What follows belongs to an exercise in optimizing a design on an open flow for small area; a production flow would make more cautious choices.
At most, simulation tests tie the RTL to the original design; equivalence was not proved.
Power is estimated from default activity; no workload was simulated.

==> flow/design.v (excerpt) <==
module pueo_uram_readout_buffer #(
  parameter int DEPTH     = 16,
  parameter int MARGIN    = pueo_uram_pkg::URAM_READ_MARGIN,
  parameter int FRAME_LEN = 1024,
  parameter int NBIT      = 12
) (
  input  logic                                  memclk,
  input  logic                                  memclk_rst_i,
  input  logic [NBIT*pueo_uram_pkg::URAM_SAMPLES_PER_WORD-1:0] in_tdata,
  input  logic                                  in_tvalid,
  output logic                                  in_tready,
  output logic [NBIT*pueo_uram_pkg::URAM_SAMPLES_PER_WORD-1:0] m_axis_tdata,
  output logic                                  m_axis_tvalid,
  input  logic                                  m_axis_tready,
  output logic                                  m_axis_tlast,
  output logic                                  overflow_o,
  output logic                                  frame_done_o
);
For scale: about 3700 cells after synthesis, roughly 1200 flip-flops, roughly 150 I/O pins, ~42000 um^2 of cells after synthesis.
make LEC_CHECK=0 CAP_MARGIN=20 CORE_MARGIN=2 CORE_UTILIZATION=40 SLEW_MARGIN=20 SYNTH_HIERARCHICAL=1 finish   # period 5.0 ns
run.sh (not shown) runs the stock make flow with config.mk's settings and CLKGATE_MAP_FILE= SYNTH_SCRIPT=/design/flow/synth_recipe.tcl, a recipe that flattens the netlist after the stock synthesis.
Edit:
--- a/flow/config.mk
+++ b/flow/config.mk
@@ -10,0 +11 @@
+export CTS_BUF_LIST = sky130_fd_sc_hd__clkbuf_4
What happened:
- critical path depth does not change
- setup slack degrades by 470 ps
- sequential share of layout area is about the same
- utilization hardly moves
- routed wire length is higher by about 1.5%
Edit:
--- a/flow/config.mk
+++ b/flow/config.mk
@@ -11 +11 @@
-export CTS_BUF_LIST = sky130_fd_sc_hd__clkbuf_4
+export CTS_BUF_LIST = sky130_fd_sc_hd__clkbuf_8
=>
- The new run ran to the end with no violations
- first-iteration DRC count increases by 1.2%
- sequential share of layout area grows by 0.14 points
- final area hardly moves
- maximum frequency is higher by 6.4%
- global-route usage falls by 0.25 points
- setup slack gains 270 ps
- area after synthesis stays the same
- die area stays the same
- total power is lower by 0.46%
- non-clock buffer count is unchanged
- flip-flop and latch count stays the same
No functional check of the RTL was part of any run of this note.

========
## 07-26
pueo_uram_readout_buffer, a different RTL version from the one above (not shown whole).
Size: about 3600 cells after synthesis, roughly 1200 flip-flops, roughly 150 I/O pins, about 0.042 mm² of cells after synthesis.
Settings: LEC_CHECK=0, CAP_MARGIN=20, CORE_MARGIN=2, CORE_UTILIZATION=40, CTS_BUF_LIST=sky130_fd_sc_hd__clkbuf_8, CTS_CLUSTER_DIAMETER=60, CTS_CLUSTER_SIZE=16, SLEW_MARGIN=20, SYNTH_HIERARCHICAL=1; clock period 5.0 ns.
standard.sh (not shown) runs the stock make flow with config.mk's settings and CLKGATE_MAP_FILE= SYNTH_SCRIPT=/design/flow/synth_recipe.tcl, a recipe that flattens the netlist after the stock synthesis.
==> flow/flow/run.sh <==
#!/bin/bash
# Layout: the standard ORFS flow (standard.sh, with its standard synthesis),
# with two changes passed as ORFS variables:
#  - each port gets a sky130_fd_sc_hd__buf_1 buffer (buffer_ports -buffer_cell)
#    instead of the default port buffer cell;
#  - clock tree synthesis clusters sinks as config.mk's CTS settings do, and
#    inserts no dummy loads.
# make's full output goes to make.log; each ORFS step keeps its own log under orfs/logs/.
set -euo pipefail
CTS="-sink_clustering_enable -repair_clock_nets -sink_clustering_size 16 -sink_clustering_max_diameter 60 -buf_list sky130_fd_sc_hd__clkbuf_8 -dont_use_dummy_load"
bash standard.sh \
  "BUFFER_PORTS_ARGS=-buffer_cell sky130_fd_sc_hd__buf_1" \
  "CTS_ARGS=$CTS" \
  "RECOVER_POWER=100" \
  finish > make.log 2>&1
The flow completed for 07-26, but it is not clean: the layout still shows max-capacitance violations, max-slew violations.
--- input diff 07-26..05-25 ---
--- a/flow/flow/run.sh
+++ b/flow/flow/run.sh
@@ -14 +13,0 @@
-  "RECOVER_POWER=100" \
Findings:
- 05-25 went all the way through the flow, and no timing, DRC or antenna check failed.
- Met3 wire length (05-25 vs. 07-26) increases slightly
- 05-25 against 07-26: sequential share of layout area has decreased, final routed wirelength across all metal layers comparable, share of cells above drive strength 1 moved up.

========
The RTL this note starts from:
==> flow/design.v <==
package pueo_uram_pkg;
  localparam int URAM_SAMPLES_PER_WORD = 6;
  localparam int URAM_WORD_BITS        = 72;
  localparam int URAM_READ_MARGIN      = 5;
  typedef logic [URAM_WORD_BITS-1:0] uram_word_t;
endpackage
module pueo_sync_fifo #(
  parameter int DEPTH = 15,
  parameter int WIDTH = 72
) (
  input  logic [DEPTH-1:0][WIDTH:0] i_ring,
  input  logic [DEPTH-1:0]          i_we,
  input  logic [DEPTH-1:0]          i_we_n,
  input  logic [WIDTH-1:0]          i_wdata,
  output logic [DEPTH-1:0][WIDTH:0] o_ring_next
);
  always_comb begin
    for (int i = 0; i < DEPTH; i++)
      o_ring_next[i] = ~(({1'b0, i_wdata} | {(WIDTH+1){i_we_n[i]}}) &
                         (i_ring[(i + DEPTH - 1) % DEPTH] | {(WIDTH+1){i_we[i]}}));
  end
endmodule
module pueo_sel3_n #(
  parameter int N     = 3,
  parameter int WIDTH = 73
) (
  input  logic [N-1:0]            i_sel,
  input  logic [N-1:0][WIDTH-1:0] i_d,
  output logic [WIDTH-1:0]        o_n
);
  always_comb begin
    o_n = '0;
    for (int k = 0; k < N; k++) o_n = o_n | (i_sel[k] ? i_d[k] : '0);
    o_n = ~o_n;
  end
endmodule
module pueo_sel_join #(
  parameter int N     = 6,
  parameter int WIDTH = 73
) (
  input  logic [N-1:0][WIDTH-1:0] i_n,
  output logic [WIDTH-1:0]        o_word
);
  always_comb begin
    o_word = '1;
    for (int k = 0; k < N; k++) o_word = o_word & i_n[k];
    o_word = ~o_word;
  end
endmodule
module pueo_word_select #(
  parameter int DEPTH = 15,
  parameter int WIDTH = 73
) (
  input  logic [DEPTH-1:0][WIDTH-1:0] i_ring,
  input  logic [DEPTH-1:0]            i_rsel,   
  input  logic                        i_hold,
  input  logic [WIDTH-1:0]            i_cur,
  output logic [WIDTH-1:0]            o_word
);
  localparam int NG = (DEPTH + 2) / 3;
  logic [NG:0][WIDTH-1:0] w_part_n;
  for (genvar g = 0; g < NG; g++) begin : g_part
    localparam int N = (DEPTH - 3*g < 3) ? DEPTH - 3*g : 3;
    pueo_sel3_n #(.N(N), .WIDTH(WIDTH)) u_sel (
      .i_sel (i_rsel[3*g +: N]),
      .i_d   (i_ring[3*g +: N]),
      .o_n   (w_part_n[g])
    );
  end
  pueo_sel3_n #(.N(1), .WIDTH(WIDTH)) u_hold (
    .i_sel (i_hold),
    .i_d   (i_cur),
    .o_n   (w_part_n[NG])
  );
  pueo_sel_join #(.N(NG + 1), .WIDTH(WIDTH)) u_join (
    .i_n    (w_part_n),
    .o_word (o_word)
  );
endmodule
module pueo_uram_readout_buffer #(
  parameter int DEPTH     = 16,
  parameter int MARGIN    = pueo_uram_pkg::URAM_READ_MARGIN,
  parameter int FRAME_LEN = 1024,
  parameter int NBIT      = 12
) (
  input  logic                                  memclk,
  input  logic                                  memclk_rst_i,
  input  logic [NBIT*pueo_uram_pkg::URAM_SAMPLES_PER_WORD-1:0] in_tdata,
  input  logic                                  in_tvalid,
  output logic                                  in_tready,
  output logic [NBIT*pueo_uram_pkg::URAM_SAMPLES_PER_WORD-1:0] m_axis_tdata,
  output logic                                  m_axis_tvalid,
  input  logic                                  m_axis_tready,
  output logic                                  m_axis_tlast,
  output logic                                  overflow_o,
  output logic                                  frame_done_o
);
  localparam int WW = NBIT * pueo_uram_pkg::URAM_SAMPLES_PER_WORD;
  localparam int QD = DEPTH - 1;
  localparam int QW = $clog2(DEPTH);
  localparam int FW = $clog2(FRAME_LEN);
  logic [QD-1:0][WW:0] r_ring;   
  logic [WW:0]   r_tdata;        
  logic          r_tvalid;
  logic [QW-1:0] r_qcnt;
  logic [QW-1:0] r_wpos;
  logic [QW-1:0] r_wpos_n;       
  logic [QW-1:0] r_rpos;
  logic          r_in_tready;
  logic          r_overflow;
  logic          r_frame_done;
  logic [FW-1:0] r_frame_cnt;
  logic          w_pop, w_push, w_load, w_full, w_tvalid_next;
  logic [QW-1:0] w_qcnt_next, w_wpos_next;
  logic [QD-1:0] w_we, w_we_n, w_rsel;
  logic [QD-1:0][WW:0] w_ring_next;
  logic [WW:0]   w_rdata;
  assign w_pop         = r_tvalid && m_axis_tready;
  assign w_full        = r_tvalid && (r_qcnt == QW'(QD));
  assign w_push        = in_tvalid && (!w_full || w_pop);
  assign w_load        = (!r_tvalid || m_axis_tready) && (r_qcnt != '0);
  assign w_tvalid_next = (r_tvalid && !m_axis_tready) || (r_qcnt != '0);
  assign w_qcnt_next   = r_qcnt + QW'(w_push) - QW'(w_load);
  function automatic logic [QW-1:0] ring_step(input logic [QW-1:0] pos, input logic extra);
    logic [QW:0] sum;
    sum = {1'b0, pos} + (QW+1)'(1) + (QW+1)'(extra);
    ring_step = (sum >= (QW+1)'(QD)) ? QW'(sum - (QW+1)'(QD)) : QW'(sum);
  endfunction
  assign w_wpos_next = ring_step(r_wpos, w_push);
  always_comb begin
    for (int i = 0; i < QD; i++) begin
      w_we[i]   = w_push && (r_wpos == QW'(i));
      w_we_n[i] = !w_push || (~r_wpos_n != QW'(i));
      w_rsel[i] = w_load && (r_rpos == QW'(i));
    end
  end
  pueo_sync_fifo #(
    .DEPTH (QD),
    .WIDTH (WW)
  ) u_ring_next (
    .i_ring      (r_ring),
    .i_we        (w_we),
    .i_we_n      (w_we_n),
    .i_wdata     (in_tdata),
    .o_ring_next (w_ring_next)
  );
  pueo_word_select #(
    .DEPTH (QD),
    .WIDTH (WW + 1)
  ) u_select (
    .i_ring (r_ring),
    .i_rsel (w_rsel),
    .i_hold (!w_load),
    .i_cur  (r_tdata),
    .o_word (w_rdata)
  );
  always_ff @(posedge memclk) begin
    r_ring  <= w_ring_next;
    r_tdata <= w_rdata;
  end
  always_ff @(posedge memclk) begin
    if (memclk_rst_i) begin
      r_tvalid     <= 1'b0;
      r_qcnt       <= '0;
      r_wpos       <= '0;
      r_wpos_n     <= '1;
      r_rpos       <= QW'(QD - 1);
      r_in_tready  <= 1'b1;
      r_overflow   <= 1'b0;
      r_frame_done <= 1'b0;
      r_frame_cnt  <= '0;
    end else begin
      r_tvalid     <= w_tvalid_next;
      r_qcnt       <= w_qcnt_next;
      r_wpos       <= w_wpos_next;
      r_wpos_n     <= ~w_wpos_next;
      r_rpos       <= ring_step(r_rpos, w_load);
      r_in_tready  <= (int'(w_tvalid_next) + int'(w_qcnt_next)) <= DEPTH - MARGIN - 1;
      r_frame_done <= w_pop && m_axis_tlast;
      if (in_tvalid && !w_push) r_overflow <= 1'b1;
      if (w_pop) r_frame_cnt <= r_frame_cnt + FW'(1);
    end
  end
  assign in_tready     = r_in_tready;
  assign m_axis_tdata  = r_tdata[WW-1:0] ^ {WW{r_tdata[WW]}};
  assign m_axis_tvalid = r_tvalid;
  assign m_axis_tlast  = r_tvalid && (r_frame_cnt == FW'(FRAME_LEN - 1));
  assign overflow_o    = r_overflow;
  assign frame_done_o  = r_frame_done;
endmodule
export LEC_CHECK = 0
export CAP_MARGIN = 20
export CORE_MARGIN = 2
export CORE_UTILIZATION = 40
export CTS_BUF_LIST = sky130_fd_sc_hd__clkbuf_8
export CTS_CLUSTER_DIAMETER = 60
export CTS_CLUSTER_SIZE = 16
export SLEW_MARGIN = 20
export SYNTH_HIERARCHICAL = 1
create_clock -name core_clock -period 5.0 [get_ports {memclk}]
==> flow/flow/run.sh <==
#!/bin/bash
# Layout: the standard ORFS flow (standard.sh, with its standard synthesis),
# with two changes passed as ORFS variables:
#  - each port gets a sky130_fd_sc_hd__buf_1 buffer (buffer_ports -buffer_cell)
#    instead of the default port buffer cell;
#  - clock tree synthesis clusters sinks as config.mk's CTS settings do, and
#    inserts no dummy loads.
# make's full output goes to make.log; each ORFS step keeps its own log under orfs/logs/.
set -euo pipefail
CTS="-sink_clustering_enable -repair_clock_nets -sink_clustering_size 16 -sink_clustering_max_diameter 60 -buf_list sky130_fd_sc_hd__clkbuf_8 -dont_use_dummy_load"
bash standard.sh \
  "BUFFER_PORTS_ARGS=-buffer_cell sky130_fd_sc_hd__buf_1" \
  "CTS_ARGS=$CTS" \
  finish > make.log 2>&1
==> next run, changes <==
==> flow/run.sh (new file) <==
#!/bin/bash
# synth_recipe.tcl (not shown) runs the flow's synth.tcl, then flattens the netlist and writes it again
# the make line also repeats each setting of config.mk as NAME=value (left out here)
make -C /OpenROAD-flow-scripts/flow DESIGN_CONFIG=/design/flow/config.mk WORK_HOME=/design/flow/orfs CLKGATE_MAP_FILE= SYNTH_SCRIPT=/design/flow/synth_recipe.tcl finish
removed: flow/flow/run.sh
removed: flow/standard.sh
The new run finished clean.
Final cell count goes up by 1.1%.
Area after synthesis is unchanged.
Global-route usage rose by 1.1 points.
Routed wire length went up by 4.5%.
Via count increases by 1.2%.
Core utilization increases by 1.7 points.
Count of clock-buffer cells in the layout rises by 13.
==> next run, changes <==
==> flow/flow/run.sh (new file) <==
#!/bin/bash
# Layout: the standard ORFS flow (standard.sh, with its standard synthesis),
# with two changes passed as ORFS variables:
#  - each port gets a sky130_fd_sc_hd__buf_1 buffer (buffer_ports -buffer_cell)
#    instead of the default port buffer cell;
#  - clock tree synthesis clusters sinks as config.mk's CTS settings do, and
#    inserts no dummy loads.
# make's full output goes to make.log; each ORFS step keeps its own log under orfs/logs/.
set -euo pipefail
CTS="-sink_clustering_enable -repair_clock_nets -sink_clustering_size 16 -sink_clustering_max_diameter 60 -buf_list sky130_fd_sc_hd__clkbuf_8 -dont_use_dummy_load"
bash standard.sh \
  "BUFFER_PORTS_ARGS=-buffer_cell sky130_fd_sc_hd__buf_1" \
  "CTS_ARGS=$CTS" \
  finish > make.log 2>&1
==> flow/standard.sh (new file) <==
#!/bin/bash
# synth_recipe.tcl (not shown) runs the flow's synth.tcl, then flattens the netlist and writes it again
# the make line also repeats each setting of config.mk as NAME=value (left out here)
make -C /OpenROAD-flow-scripts/flow DESIGN_CONFIG=/design/flow/config.mk WORK_HOME=/design/flow/orfs CLKGATE_MAP_FILE= SYNTH_SCRIPT=/design/flow/synth_recipe.tcl "${@:-finish}"
--- a/flow/config.mk
+++ b/flow/config.mk
@@ -12,4 +12,5 @@
 export CTS_CLUSTER_DIAMETER = 60
 export CTS_CLUSTER_SIZE = 16
+export PLACE_DENSITY = 0.8
 export SLEW_MARGIN = 20
 export SYNTH_HIERARCHICAL = 1
removed: flow/run.sh
Total power came out lower by 4.6%.
Clock skew came out higher by 57 ps.
Synthesized cell count does not change.
Count of clock-buffer cells in the layout came out lower by 17.
Utilization came out lower by 1.7 points.
Routed wire length came out lower by 8.8%.
Critical path depth is unchanged.
Final area came out lower by 3.9%.
Maximum frequency came out higher by 13%.
Combinational power came out lower by 7.9%.

========
main:
Starts from the design.v that is shown in full above.
==> flow/config.mk <==
export PLATFORM = sky130hd
export DESIGN_NAME = pueo_uram_readout_buffer
export DESIGN_NICKNAME = pueo_uram_readout_buffer
export VERILOG_FILES = /design/flow/design.v
export SDC_FILE = /design/flow/constraint.sdc
export NUM_CORES = 4
export LEC_CHECK = 0
export CAP_MARGIN = 20
export CORE_MARGIN = 2
export CORE_UTILIZATION = 40
export CTS_BUF_LIST = sky130_fd_sc_hd__clkbuf_8
export CTS_CLUSTER_DIAMETER = 60
export CTS_CLUSTER_SIZE = 16
export SLEW_MARGIN = 20
export SYNTH_HIERARCHICAL = 1
==> flow/constraint.sdc <==
create_clock -name core_clock -period 5.0 [get_ports {memclk}]
set_input_delay 1.0000 -clock core_clock [delete_from_list [all_inputs] [get_ports {memclk}]]
set_output_delay 1.0000 -clock core_clock [all_outputs]
set_load 0.01 [all_outputs]
==> flow/flow/run.sh <==
#!/bin/bash
# Layout: the standard ORFS flow (standard.sh, with its standard synthesis),
# with two changes passed as ORFS variables:
#  - each port gets a sky130_fd_sc_hd__buf_1 buffer (buffer_ports -buffer_cell)
#    instead of the default port buffer cell;
#  - clock tree synthesis clusters sinks as config.mk's CTS settings do, and
#    inserts no dummy loads.
# make's full output goes to make.log; each ORFS step keeps its own log under orfs/logs/.
set -euo pipefail
CTS="-sink_clustering_enable -repair_clock_nets -sink_clustering_size 18 -sink_clustering_max_diameter 50 -buf_list sky130_fd_sc_hd__clkbuf_8 -dont_use_dummy_load"
bash standard.sh \
  "BUFFER_PORTS_ARGS=-buffer_cell sky130_fd_sc_hd__buf_1" \
  "CTS_ARGS=$CTS" \
  finish > make.log 2>&1
main went all the way through the flow, and no timing, DRC or antenna check failed.
Changes in the feature branch relative to main:
-- flow/flow/run.sh --
<<< main, line 8
# make's full output goes to make.log; each ORFS step keeps its own log under orfs/logs/.
set -euo pipefail
CTS="-sink_clustering_enable -repair_clock_nets -sink_clustering_size 18 -sink_clustering_max_diameter 50 -buf_list sky130_fd_sc_hd__clkbuf_8 -dont_use_dummy_load"
bash standard.sh \
  "BUFFER_PORTS_ARGS=-buffer_cell sky130_fd_sc_hd__buf_1" \
>>> the feature branch, line 8
# make's full output goes to make.log; each ORFS step keeps its own log under orfs/logs/.
set -euo pipefail
CTS="-sink_clustering_enable -repair_clock_nets -sink_clustering_size 28 -sink_clustering_max_diameter 70 -buf_list sky130_fd_sc_hd__clkbuf_16 -dont_use_dummy_load"
bash standard.sh \
  "BUFFER_PORTS_ARGS=-buffer_cell sky130_fd_sc_hd__buf_1" \
Results
Between main and the feature branch, share of the clock period used by the worst path decreased. Between main and the feature branch, the flow reports total of fill cells in the finished design decreasing slightly. Against main, the feature branch comes in 319 lower on total number of vias. Summary — peak per-stage delay on the critical path, the feature branch relative to main: lower, by 0.02 ns. The final design instance area without fill of the feature branch and that of main are within noise of each other. In the feature branch the internal power turned out 0.78% higher than in main. Diff main -> the feature branch: number of H-tree branching levels fell by 1; tightest hold margin went down by 0.011 ns; met2 track demand over resource went down 0.27 points.

## separate check: timing with driven ports
Ports are ideal in the flow. The routed layouts listed here were re-timed in OpenROAD.
Step 1: set_driving_cell puts a clkbuf_16 on memclk and a buf_2 on each other input, an assumption about the parent block.
Step 2, shift: input delay + t, output delay - t, t = (earliest + latest rising clock arrival at the registers) / 2. This alone moves slack from input paths to output paths.
Slacks: ideal / step 1 / step 2; pairs: ideal / step 1.
run | t (ns) | setup WS [ns] | worst setup path after step 2
the first run of note 1 | 0.772 | 1.029 / 0.960 / 0.522 | input to register
the second run of note 1 | 1.181 | 0.560 / 0.494 / 0.485 | input to register
the third run of note 1 | 0.918 | 0.827 / 0.768 / 0.516 | input to register
07-26 | 0.802 | 0.754 / 0.754 / 0.013 | input to register
05-25 | 0.799 | 1.265 / 1.195 / 0.971 | input to register
the first run of note 3 | 0.786 | 1.286 / 1.286 / 0.888 | input to register
the second run of note 3 | 0.827 | 0.929 / 0.860 / 0.862 | input to register
the third run of note 3 | 0.779 | 1.399 / 1.334 / 0.944 | input to register
main | 0.809 | 1.283 / 1.272 / 0.884 | input to register
the feature branch | 0.719 | 1.292 / 1.292 / 0.878 | input to register
The setup slack of 07-26, which loses most, moves by 0.000 ns with the drivers and by -0.741 ns with both steps.
